From an optimization exercise on the open Yosys and OpenROAD flow, aimed at small area; shortcuts taken in it are not production practice. In this exercise RTL edits were held to simulation tests only and were not proved equivalent to the original. Power and IR drop assume default switching activity.

## aurora_lane
module aurora_lane
#(
    parameter int SH_CNT_MAX     = 64,
    parameter int SH_INVALID_MAX = 16
) (
    input  logic                 clk160,
    input  logic                 rst,
    input  logic [aurora_pkg::PAYLOAD_W-1:0] tx_data_i,
    input  aurora_pkg::sync_hdr_e            tx_sync_i,
    output logic                 tx_data_next_o,
    output logic [aurora_pkg::BYTE_W-1:0]    tx_byte_o,
    input  logic [aurora_pkg::BYTE_W-1:0]    rx_byte_i,
    output logic [aurora_pkg::PAYLOAD_W-1:0] rx_data_o,
    output aurora_pkg::sync_hdr_e            rx_sync_o,
    output logic                 rx_valid_o,
    output logic                 block_lock_o
);
    logic [BLOCK_W-1:0] rx_block;
    logic               rx_block_valid;
    logic               slip;
    logic [1:0]         beat;
    tx_lane u_tx_lane (
        .clk160      (clk160),
        .rst         (rst),
        .data_i      (tx_data_i),
        .sync_i      (tx_sync_i),
        .data_next_o (tx_data_next_o),
        .byte_o      (tx_byte_o),
        .beat_o      (beat)
    );
    rx_gearbox u_rx_gearbox (
        .clk160        (clk160),
        .rst           (rst),
        .beat_i        (beat),
        .byte_i        (rx_byte_i),
        .slip_i        (slip),
        .block_o       (rx_block),
        .block_valid_o (rx_block_valid)
    );
    assign rx_sync_o = aurora_pkg::sync_hdr_e'(rx_block[HDR_W-1:0]);
    assign rx_data_o = rx_block[BLOCK_W-1:HDR_W];
    block_sync #(
        .SH_CNT_MAX     (SH_CNT_MAX),
        .SH_INVALID_MAX (SH_INVALID_MAX)
    ) u_block_sync (
        .clk160      (clk160),
        .rst         (rst),
        .hdr_i       (rx_sync_o),
        .hdr_valid_i (rx_block_valid),
        .slip_o      (slip),
        .lock_o      (block_lock_o)
    );
    assign rx_valid_o = rx_block_valid && block_lock_o;
endmodule
Size in the first run: roughly 830 cells after synthesis.
export LEC_CHECK = 0
export CAP_MARGIN = 20
export CELL_PAD_IN_SITES_DETAIL_PLACEMENT = 1
export CELL_PAD_IN_SITES_GLOBAL_PLACEMENT = 2
export CORE_MARGIN = 2
export CORE_UTILIZATION = 40
export SLEW_MARGIN = 20
create_clock -name core_clock -period 6.25 [get_ports {clk160}]
standard.sh (not shown) runs the stock make flow with config.mk's settings and CLKGATE_MAP_FILE= SYNTH_SCRIPT=/design/flow/synth_recipe.tcl, a recipe that flattens the netlist after the stock synthesis.
==> flow/flow/run.sh <==
#!/bin/bash
# Own layout flow: the standard flow, with three changes.
#  1. After the standard synthesis, the combinational cells are mapped again by
#     ABC for area with a few scripts, keeping the smallest result; flip-flops
#     are left exactly as the standard synthesis made them.
#  2. Port buffers are the smallest buffer cell.
#  3. CTS without dummy loads.
# Every tool writes its full output to a log of its own in this folder.
set -euo pipefail
W=$PWD
R=$W/orfs/results/$FLOW_PLATFORM/aurora_lane/base
LIB=$FLOW_HOME/platforms/$FLOW_PLATFORM/lib/sky130_fd_sc_hd__tt_025C_1v80.lib

export CTS_ARGS="-sink_clustering_enable -repair_clock_nets -dont_use_dummy_load -buf_list {sky130_fd_sc_hd__clkbuf_4 sky130_fd_sc_hd__clkbuf_16} -sink_clustering_buffer sky130_fd_sc_hd__clkbuf_16 -root_buf sky130_fd_sc_hd__clkbuf_4 -sink_clustering_size 30 -sink_clustering_max_diameter 80"
export BUFFER_PORTS_ARGS="-buffer_cell sky130_fd_sc_hd__buf_1"

bash standard.sh synth > $W/log_1_standard_synth.txt 2>&1
cp $R/1_2_yosys.v $W/std_1_2_yosys.v

DU=""
for c in $(cat $W/flow/dont_use.txt); do DU="$DU -dont_use $c"; done
FLOPS=$(grep -oE "sky130_fd_sc_hd__[a-z0-9_]+" $W/std_1_2_yosys.v | sort -u | grep -E "__(df|edf|sdf|dl)" | tr '\n' ' ')
best=""
best_area=""
for s in $W/flow/abc_*.abc; do
  n=$(basename $s .abc)
  cat > $W/remap_$n.ys <<EOF
read_liberty -ignore_miss_func $LIB
read_verilog $W/std_1_2_yosys.v
hierarchy -top $FLOW_TOP
setattr -mod -set keep_hierarchy 1 $FLOPS
flatten
opt_clean
abc -script $s -liberty $LIB $DU
opt_clean -purge
blackbox $FLOPS
hilomap -singleton -hicell sky130_fd_sc_hd__conb_1 HI -locell sky130_fd_sc_hd__conb_1 LO
insbuf -buf sky130_fd_sc_hd__buf_4 A X
splitnets
opt_clean -purge
tee -o $W/remap_$n.stat stat -liberty $LIB
write_verilog -noattr -nohex -nodec $W/remap_$n.v
EOF
  if yosys -s $W/remap_$n.ys > $W/log_2_remap_$n.txt 2>&1; then
    a=$(grep "Chip area for module" $W/remap_$n.stat | head -1 | awk '{print $NF}')
    echo "$n $a" >> $W/remap_areas.txt
    if [[ -z "$best_area" ]] || awk -v a="$a" -v b="$best_area" 'BEGIN{exit !(a<b)}'; then
      best=$n; best_area=$a
    fi
  fi
done
echo "best $best $best_area" >> $W/remap_areas.txt
cp $W/remap_$best.v $R/1_2_yosys.v
rm -f $R/1_synth.odb $R/1_synth.sdc
bash standard.sh > $W/log_3_standard_layout.txt 2>&1
Other scripts of this flow, unchanged in this note and not shown: flow/flow/abc_1.abc, flow/flow/abc_4.abc, flow/flow/abc_5.abc, flow/flow/abc_6.abc, flow/flow/abc_7.abc, flow/flow/abc_8.abc, flow/flow/abc_9.abc, flow/flow/dont_use.txt
Then changed:
--- a/flow/flow/run.sh
+++ b/flow/flow/run.sh
@@ -12,5 +12,5 @@
 LIB=$FLOW_HOME/platforms/$FLOW_PLATFORM/lib/sky130_fd_sc_hd__tt_025C_1v80.lib
 
-export CTS_ARGS="-sink_clustering_enable -repair_clock_nets -dont_use_dummy_load -buf_list {sky130_fd_sc_hd__clkbuf_4 sky130_fd_sc_hd__clkbuf_16} -sink_clustering_buffer sky130_fd_sc_hd__clkbuf_16 -root_buf sky130_fd_sc_hd__clkbuf_4 -sink_clustering_size 30 -sink_clustering_max_diameter 80"
+export CTS_ARGS="-sink_clustering_enable -repair_clock_nets -dont_use_dummy_load -buf_list {sky130_fd_sc_hd__clkbuf_4 sky130_fd_sc_hd__clkbuf_8} -sink_clustering_buffer sky130_fd_sc_hd__clkbuf_8 -root_buf sky130_fd_sc_hd__clkbuf_4 -sink_clustering_size 14 -sink_clustering_max_diameter 70"
 export BUFFER_PORTS_ARGS="-buffer_cell sky130_fd_sc_hd__buf_1"
 
--- a/flow/config.mk
+++ b/flow/config.mk
@@ -11,3 +11,4 @@
 export CORE_MARGIN = 2
 export CORE_UTILIZATION = 40
+export PLACE_DENSITY = 0.7
 export SLEW_MARGIN = 20
What happened: The new run went through all stages and came out clean; routed wire length grows by 1.6%; power fell by 1.7%; global-route usage came out higher by 0.36 points.
Then changed:
--- a/flow/flow/run.sh
+++ b/flow/flow/run.sh
@@ -12,5 +12,5 @@
 LIB=$FLOW_HOME/platforms/$FLOW_PLATFORM/lib/sky130_fd_sc_hd__tt_025C_1v80.lib
 
-export CTS_ARGS="-sink_clustering_enable -repair_clock_nets -dont_use_dummy_load -buf_list {sky130_fd_sc_hd__clkbuf_4 sky130_fd_sc_hd__clkbuf_8} -sink_clustering_buffer sky130_fd_sc_hd__clkbuf_8 -root_buf sky130_fd_sc_hd__clkbuf_4 -sink_clustering_size 14 -sink_clustering_max_diameter 70"
+export CTS_ARGS="-sink_clustering_enable -repair_clock_nets -dont_use_dummy_load -buf_list {sky130_fd_sc_hd__clkbuf_4 sky130_fd_sc_hd__clkbuf_16} -sink_clustering_buffer sky130_fd_sc_hd__clkbuf_16 -root_buf sky130_fd_sc_hd__clkbuf_4 -sink_clustering_size 30 -sink_clustering_max_diameter 80"
 export BUFFER_PORTS_ARGS="-buffer_cell sky130_fd_sc_hd__buf_1"
 
After rerunning: Setup slack gets better by 0.017 ns. Total power increases by 0.60%. Clock power increases by 2.9%. Utilization hardly moves.
Then changed:
--- a/flow/flow/run.sh
+++ b/flow/flow/run.sh
@@ -12,5 +12,5 @@
 LIB=$FLOW_HOME/platforms/$FLOW_PLATFORM/lib/sky130_fd_sc_hd__tt_025C_1v80.lib
 
-export CTS_ARGS="-sink_clustering_enable -repair_clock_nets -dont_use_dummy_load -buf_list {sky130_fd_sc_hd__clkbuf_4 sky130_fd_sc_hd__clkbuf_16} -sink_clustering_buffer sky130_fd_sc_hd__clkbuf_16 -root_buf sky130_fd_sc_hd__clkbuf_4 -sink_clustering_size 30 -sink_clustering_max_diameter 80"
+export CTS_ARGS="-sink_clustering_enable -repair_clock_nets -dont_use_dummy_load -buf_list {sky130_fd_sc_hd__clkbuf_4 sky130_fd_sc_hd__clkbuf_16} -sink_clustering_buffer sky130_fd_sc_hd__clkbuf_16 -root_buf sky130_fd_sc_hd__clkbuf_4 -sink_clustering_size 24 -sink_clustering_max_diameter 70"
 export BUFFER_PORTS_ARGS="-buffer_cell sky130_fd_sc_hd__buf_1"
 
--- a/flow/config.mk
+++ b/flow/config.mk
@@ -11,4 +11,3 @@
 export CORE_MARGIN = 2
 export CORE_UTILIZATION = 40
-export PLACE_DENSITY = 0.7
 export SLEW_MARGIN = 20
Final area came out higher by 0.75%.
Power went up by 2.9%.
Worst setup slack improved by 0.18 ns.
Maximum frequency grows by 3.9%.
Combinational power is lower by about 2%.
Global-route usage is lower by 0.37 points.
Then changed:
--- a/flow/flow/run.sh
+++ b/flow/flow/run.sh
@@ -12,5 +12,5 @@
 LIB=$FLOW_HOME/platforms/$FLOW_PLATFORM/lib/sky130_fd_sc_hd__tt_025C_1v80.lib
 
-export CTS_ARGS="-sink_clustering_enable -repair_clock_nets -dont_use_dummy_load -buf_list {sky130_fd_sc_hd__clkbuf_4 sky130_fd_sc_hd__clkbuf_16} -sink_clustering_buffer sky130_fd_sc_hd__clkbuf_16 -root_buf sky130_fd_sc_hd__clkbuf_4 -sink_clustering_size 24 -sink_clustering_max_diameter 70"
+export CTS_ARGS="-sink_clustering_enable -repair_clock_nets -dont_use_dummy_load -buf_list {sky130_fd_sc_hd__clkbuf_4 sky130_fd_sc_hd__clkbuf_8} -sink_clustering_buffer sky130_fd_sc_hd__clkbuf_8 -root_buf sky130_fd_sc_hd__clkbuf_4 -sink_clustering_size 14 -sink_clustering_max_diameter 70"
 export BUFFER_PORTS_ARGS="-buffer_cell sky130_fd_sc_hd__buf_1"
 
After rerunning: Sequential cell count stays the same; worst hold slack degrades by 0.034 ns; design area drops by 0.59%; power drops by 2.4%; setup slack degrades by 0.059 ns; critical path depth does not change; global-route usage barely changes; via count climbs by 0.35%; wire length climbs by 0.98%; fmax drops by 1.2%; clock-buffer cell count climbs by 6.

[what the ideal ports hide]
The results above use ideal ports. As a check the final layouts listed here were re-extracted and re-timed, cells and wires unchanged. Step 1 sets driving cells, clkbuf_16 on the clock port and buf_2 on the other inputs (assumed; they add their load-dependent delay and slew). Step 2 also shifts input and output timing later by t, the mid clock arrival at the registers, as if the neighbouring blocks saw the same clock. a / b / c = no drivers / after step 1 / after step 2; a / b = the first two.
| run | shift t [ns] | slack for setup (ns) | slew at the worst register clock pin (ns) |
|---|---|---|---|
| the first run | 0.675 | 1.528 / 1.485 / 2.161 | 0.12 / 0.12 |
| the second run | 0.675 | 1.368 / 1.322 / 1.997 | 0.09 / 0.09 |
| the third run | 0.649 | 1.385 / 1.339 / 1.988 | 0.11 / 0.11 |
| the fourth run | 0.683 | 1.569 / 1.527 / 2.210 | 0.09 / 0.09 |
| the fifth run | 0.688 | 1.510 / 1.469 / 2.157 | 0.10 / 0.10 |
After both steps setup and hold are still met in every run listed.
